This is an optimization exercise on Yosys and OpenROAD, whose aim is small area, a short achievable clock period and few clock cycles per item, not a production implementation. Only simulation tests tie the RTL to the original design; equivalence was not proved. Power figures rest on the tool's default switching activity, not on a simulated workload.

== alpha ==
==> flow/design.v <==
package tcprto_pkg;
  localparam int PRIM_W   = 25;
  localparam int FALL_W   = 24;
  localparam int TICK_W   = 24;
  localparam int STATE_W  = 32;
  localparam int SHIFT_W  = 3;
  localparam int IN_DATA_W  = 56;
  localparam int OUT_DATA_W = 88;
  localparam int CFG_IDX_W  = 2;
  localparam int CFG_DATA_W = 24;
  typedef enum logic [CFG_IDX_W-1:0] {
    REG_ALPHA_SHIFT = 2'd0,
    REG_BETA_SHIFT  = 2'd1,
    REG_CLOCK_GRAN  = 2'd2,
    REG_RTO_LIMIT   = 2'd3
  } cfg_reg_t;
  localparam logic [SHIFT_W-1:0] ALPHA_SHIFT_RST = 3'd3;
  localparam logic [SHIFT_W-1:0] BETA_SHIFT_RST  = 3'd2;
  localparam logic [TICK_W-1:0]  CLOCK_GRAN_RST  = 24'd1;
  localparam logic [TICK_W-1:0]  RTO_LIMIT_RST   = 24'd60;
  localparam int STATE_INIT_TICKS = 3;
endpackage
module tcp_rto_estimator_core #(
  parameter int TIME_BITS = 24,
  parameter int FRAC_BITS = 8
) (
  input  logic                                   clk,
  input  logic                                   rst_n,
  input  logic                                   in_tvalid,
  output logic                                   in_tready,
  input  logic [tcprto_pkg::IN_DATA_W-1:0]       in_tdata,
  output logic                                   out_tvalid,
  input  logic                                   out_tready,
  output logic [tcprto_pkg::OUT_DATA_W-1:0]      out_tdata,
  input  logic                                   cfg_valid,
  output logic                                   cfg_ready,
  input  logic [tcprto_pkg::CFG_IDX_W-1:0]       cfg_index,
  input  logic [tcprto_pkg::CFG_DATA_W-1:0]      cfg_data
);
  localparam int TW = tcprto_pkg::TICK_W;
  localparam int SW = tcprto_pkg::STATE_W;
  localparam logic [SW-1:0] STATE_INIT =
    SW'(tcprto_pkg::STATE_INIT_TICKS) << FRAC_BITS;
  function automatic logic [35:0] add36(input logic [35:0] a,
                                        input logic [35:0] b,
                                        input logic        ci);
    logic [35:0] p, g, pp, gg;
    begin
      p  = a ^ b;
      g  = a & b;
      gg = g;
      pp = p;
      gg[0] = g[0] | (p[0] & ci);
      for (int l = 0; l < 6; l++) begin
        for (int i = 0; i < 36; i++) begin
          if (((i >> l) & 1) == 1) begin
            gg[i] = gg[i] | (pp[i] & gg[((i >> l) << l) - 1]);
            pp[i] = pp[i] & pp[((i >> l) << l) - 1];
          end
        end
      end
      add36 = p ^ {gg[34:0], ci};
    end
  endfunction
  logic [tcprto_pkg::SHIFT_W-1:0] alpha_r;
  logic [tcprto_pkg::SHIFT_W-1:0] beta_r;
  logic [TW-1:0]                  gran_r;
  logic [TW-1:0]                  limit_r;
  logic [tcprto_pkg::SHIFT_W-1:0] alpha_n_r;
  logic [tcprto_pkg::SHIFT_W-1:0] beta_n_r;
  assign cfg_ready = 1'b1;
  always_ff @(posedge clk) begin
    if (!rst_n) begin
      alpha_r <= tcprto_pkg::ALPHA_SHIFT_RST;
      beta_r  <= tcprto_pkg::BETA_SHIFT_RST;
      alpha_n_r <= ~tcprto_pkg::ALPHA_SHIFT_RST;
      beta_n_r  <= ~tcprto_pkg::BETA_SHIFT_RST;
      gran_r  <= tcprto_pkg::CLOCK_GRAN_RST;
      limit_r <= tcprto_pkg::RTO_LIMIT_RST;
    end else if (cfg_valid) begin
      case (cfg_index)
        tcprto_pkg::REG_ALPHA_SHIFT: begin
          alpha_r   <= cfg_data[tcprto_pkg::SHIFT_W-1:0];
          alpha_n_r <= ~cfg_data[tcprto_pkg::SHIFT_W-1:0];
        end
        tcprto_pkg::REG_BETA_SHIFT: begin
          beta_r    <= cfg_data[tcprto_pkg::SHIFT_W-1:0];
          beta_n_r  <= ~cfg_data[tcprto_pkg::SHIFT_W-1:0];
        end
        tcprto_pkg::REG_CLOCK_GRAN:  gran_r  <= cfg_data[TW-1:0];
        default:                     limit_r <= cfg_data[TW-1:0];
      endcase
    end
  end
  logic v0_r, v1_r, v2_r, v3_r, skid_v_r, rdy_r;
  logic adv, in_fire;
  assign adv       = !v3_r || out_tready;
  assign in_fire   = in_tvalid && rdy_r;
  assign in_tready = rdy_r;
  always_ff @(posedge clk) begin
    if (!rst_n) begin
      v0_r     <= 1'b0;
      v1_r     <= 1'b0;
      v2_r     <= 1'b0;
      v3_r     <= 1'b0;
      skid_v_r <= 1'b0;
      rdy_r    <= 1'b1;
    end else if (adv) begin
      v0_r     <= skid_v_r || in_fire;
      v1_r     <= v0_r;
      v2_r     <= v1_r;
      v3_r     <= v2_r;
      skid_v_r <= 1'b0;
      rdy_r    <= 1'b1;
    end else if (in_fire) begin
      skid_v_r <= 1'b1;
      rdy_r    <= 1'b0;
    end
  end
  logic [TW-1:0] ticks_in;
  logic [TW-1:0] t0_r;
  logic [TW-1:0] skid_r;
  assign ticks_in = in_tdata[tcprto_pkg::PRIM_W-1] ?
                    in_tdata[tcprto_pkg::PRIM_W +: tcprto_pkg::FALL_W] :
                    in_tdata[TW-1:0];
  always_ff @(posedge clk) begin
    if (adv) t0_r <= skid_v_r ? skid_r : ticks_in;
    if (!skid_v_r) skid_r <= ticks_in;
  end
  logic [SW-1:0] srtt_r;
  logic [SW-1:0] dev_r;
  logic [SW-1:0] m1, ms1, xs1, xlow_mask;
  logic          ge1, c1;
  logic [SW-1:0] s1_s, s1_c, s1_cc, srtt_nxt;
  logic [SW-1:0] u1, u2, u3, d_s, d_c, dev_nxt;
  always_comb begin
    m1        = {t0_r, 8'd0};
    ms1       = m1 >> ~alpha_n_r;
    xs1       = srtt_r >> alpha_r;
    xlow_mask = ~({SW{1'b1}} << alpha_r);
    ge1       = m1 >= srtt_r;
    c1        = ge1 && ((srtt_r & xlow_mask) != '0);
    s1_s      = srtt_r ^ ~xs1 ^ ms1;
    s1_c      = (srtt_r & ~xs1) | (srtt_r & ms1) | (~xs1 & ms1);
    s1_cc     = {s1_c[SW-2:0], ~c1};
    srtt_nxt  = SW'(add36(36'(s1_s), 36'(s1_cc), 1'b0));
    u1        = s1_s  ^ {SW{ge1}};
    u2        = s1_cc ^ {SW{ge1}};
    u3        = m1    ^ {SW{!ge1}};
    d_s       = u1 ^ u2 ^ u3;
    d_c       = (u1 & u2) | (u1 & u3) | (u2 & u3);
    dev_nxt   = SW'(add36(36'(d_s), 36'({d_c[SW-2:0], 1'b1}), ge1));
  end
  always_ff @(posedge clk) begin
    if (!rst_n) begin
      srtt_r <= STATE_INIT;
    end else if (adv && v0_r) begin
      srtt_r <= srtt_nxt;
    end
  end
  always_ff @(posedge clk) begin
    if (adv && v0_r) dev_r <= dev_nxt;
  end
  logic [SW-1:0] rttvar_r;
  logic [SW-1:0] srtt2_r;
  logic [SW-1:0] vs2, ds2, low_mask2, dl2, vl2;
  logic          ge2, lt2, gt2;
  logic [SW-1:0] s2_s, s2_c, rttvar_nxt;
  always_comb begin
    vs2        = rttvar_r >> beta_r;
    ds2        = dev_r >> ~beta_n_r;
    low_mask2  = ~({SW{1'b1}} << beta_r);
    dl2        = dev_r & low_mask2;
    vl2        = rttvar_r & low_mask2;
    ge2        = dev_r >= rttvar_r;
    lt2        = dl2[6:0] < vl2[6:0];
    gt2        = dl2[6:0] > vl2[6:0];
    s2_s       = rttvar_r ^ ~vs2 ^ ds2;
    s2_c       = (rttvar_r & ~vs2) | (rttvar_r & ds2) | (~vs2 & ds2);
    rttvar_nxt = SW'(add36(36'(s2_s), 36'({s2_c[SW-2:0], !(ge2 && lt2)}), !ge2 && gt2));
  end
  always_ff @(posedge clk) begin
    if (!rst_n) begin
      rttvar_r <= STATE_INIT;
    end else if (adv && v1_r) begin
      rttvar_r <= rttvar_nxt;
    end
  end
  always_ff @(posedge clk) begin
    if (adv && v1_r) srtt2_r <= srtt_r;
  end
  logic          sel_g;
  logic [35:0]   w3, a_s, a_c, a_sum, lim3, g_s, g_c;
  logic          gt3;
  logic [TW-1:0] rto_nxt;
  logic [TW-1:0] rto_r;
  logic [SW-1:0] srtt_out_r;
  logic [SW-1:0] rttvar_out_r;
  always_comb begin
    sel_g = {2'b00, gran_r} > rttvar_r[SW-1:6];
    w3    = sel_g ? {4'd0, gran_r, 8'd0} : {2'b00, rttvar_r, 2'b00};
    a_s   = {4'd0, srtt2_r} ^ w3 ^ 36'd255;
    a_c   = ({4'd0, srtt2_r} & w3) | ({4'd0, srtt2_r} & 36'd255) | (w3 & 36'd255);
    a_sum = add36(a_s, {a_c[34:0], 1'b0}, 1'b0);
    lim3  = {4'hf, ~limit_r, 8'hff};
    g_s   = {4'd0, srtt2_r} ^ w3 ^ lim3;
    g_c   = ({4'd0, srtt2_r} & w3) | ({4'd0, srtt2_r} & lim3) | (w3 & lim3);
    gt3   = 37'(g_s) + 37'({g_c, 1'b0}) >= 37'h10_0000_0000;
    rto_nxt = gt3 ? limit_r : a_sum[31:8];
  end
  always_ff @(posedge clk) begin
    if (adv && v2_r) begin
      rto_r        <= rto_nxt;
      srtt_out_r   <= srtt2_r;
      rttvar_out_r <= rttvar_r;
    end
  end
  assign out_tvalid = v3_r;
  assign out_tdata  = {rttvar_out_r, srtt_out_r, rto_r};
endmodule
export LEC_CHECK = 0
export ABC_AREA = 1
export CAP_MARGIN = 20
export CORE_MARGIN = 2
export CORE_UTILIZATION = 40
export SLEW_MARGIN = 20
create_clock -name core_clock -period 16.0 [get_ports {clk}]
standard.sh (not shown) runs the stock make flow with config.mk's settings and CLKGATE_MAP_FILE= SYNTH_SCRIPT=/design/flow/synth_recipe.tcl, a recipe that flattens the netlist after the stock synthesis.
==> flow/flow/run.sh <==
#!/bin/bash
# standard layout; the resizer aims for setup slack well above zero, and the
# port buffers are the smallest plain buffer
bash standard.sh SETUP_SLACK_MARGIN=11.5 BUFFER_PORTS_ARGS="-buffer_cell sky130_fd_sc_hd__buf_1" finish > standard_flow.log 2>&1
Testbench counts of alpha, summed over its fixed seeds: cycles 24,032, items 24,000.
The following lists how beta was set up differently from alpha:
diff --git a/flow/design.v b/flow/design.v
--- a/flow/design.v
+++ b/flow/design.v
@@ -66,27 +66,17 @@
   logic [tcprto_pkg::SHIFT_W-1:0] beta_r;
   logic [TW-1:0]                  gran_r;
   logic [TW-1:0]                  limit_r;
-  logic [tcprto_pkg::SHIFT_W-1:0] alpha_n_r;
-  logic [tcprto_pkg::SHIFT_W-1:0] beta_n_r;
   assign cfg_ready = 1'b1;
   always_ff @(posedge clk) begin
     if (!rst_n) begin
       alpha_r <= tcprto_pkg::ALPHA_SHIFT_RST;
       beta_r  <= tcprto_pkg::BETA_SHIFT_RST;
-      alpha_n_r <= ~tcprto_pkg::ALPHA_SHIFT_RST;
-      beta_n_r  <= ~tcprto_pkg::BETA_SHIFT_RST;
       gran_r  <= tcprto_pkg::CLOCK_GRAN_RST;
       limit_r <= tcprto_pkg::RTO_LIMIT_RST;
     end else if (cfg_valid) begin
       case (cfg_index)
-        tcprto_pkg::REG_ALPHA_SHIFT: begin
-          alpha_r   <= cfg_data[tcprto_pkg::SHIFT_W-1:0];
-          alpha_n_r <= ~cfg_data[tcprto_pkg::SHIFT_W-1:0];
-        end
-        tcprto_pkg::REG_BETA_SHIFT: begin
-          beta_r    <= cfg_data[tcprto_pkg::SHIFT_W-1:0];
-          beta_n_r  <= ~cfg_data[tcprto_pkg::SHIFT_W-1:0];
-        end
+        tcprto_pkg::REG_ALPHA_SHIFT: alpha_r <= cfg_data[tcprto_pkg::SHIFT_W-1:0];
+        tcprto_pkg::REG_BETA_SHIFT:  beta_r  <= cfg_data[tcprto_pkg::SHIFT_W-1:0];
         tcprto_pkg::REG_CLOCK_GRAN:  gran_r  <= cfg_data[TW-1:0];
         default:                     limit_r <= cfg_data[TW-1:0];
       endcase
@@ -135,7 +125,7 @@
   logic [SW-1:0] u1, u2, u3, d_s, d_c, dev_nxt;
   always_comb begin
     m1        = {t0_r, 8'd0};
-    ms1       = m1 >> ~alpha_n_r;
+    ms1       = m1 >> alpha_r;
     xs1       = srtt_r >> alpha_r;
     xlow_mask = ~({SW{1'b1}} << alpha_r);
     ge1       = m1 >= srtt_r;
@@ -168,7 +158,7 @@
   logic [SW-1:0] s2_s, s2_c, rttvar_nxt;
   always_comb begin
     vs2        = rttvar_r >> beta_r;
-    ds2        = dev_r >> ~beta_n_r;
+    ds2        = dev_r >> beta_r;
     low_mask2  = ~({SW{1'b1}} << beta_r);
     dl2        = dev_r & low_mask2;
     vl2        = rttvar_r & low_mask2;
Higher core utilization was reported by alpha, not beta. beta vs alpha: power down. Wire length of the first global-routing pass: beta better than alpha. [compare] base=alpha new=beta: number of ordinary and repair buffers in the finished layout dropped 63, combinational power dropped about 9%, die area dropped 870 um2.
Testbench counts of beta, summed over its fixed seeds: cycles 24,032, items 24,000.

==> afterwards: timing with drivers on the ports <==
In the flow no input, the clock included, has a driving cell. The finished layouts below were timed again as built, in two steps.
Step 1 sets driving cells, clkbuf_16 on the clock port and buf_2 on the other inputs (assumed; they add their load-dependent delay and slew).
Step 2 moves the port delays by t, midway between the first and last clock arrival at a register: inputs arrive t later, outputs are due t later. That takes back most of the time a late clock gives input paths.
Three values: no drivers, after step 1, after step 2; two values: the first two.
run	t, ns	setup WS [ns]	slew at the worst register clock pin (ns)	worst slew at a driven data input, ns
alpha	0.643	11.443 / 11.443 / 11.047	0.07 / 0.07	0.10
beta	0.634	11.572 / 11.572 / 11.033	0.07 / 0.07	0.04
After both steps setup and hold are still met in every run listed. The setup slack of beta, which loses most, moves by 0.000 ns with the drivers and by -0.539 ns with both steps.
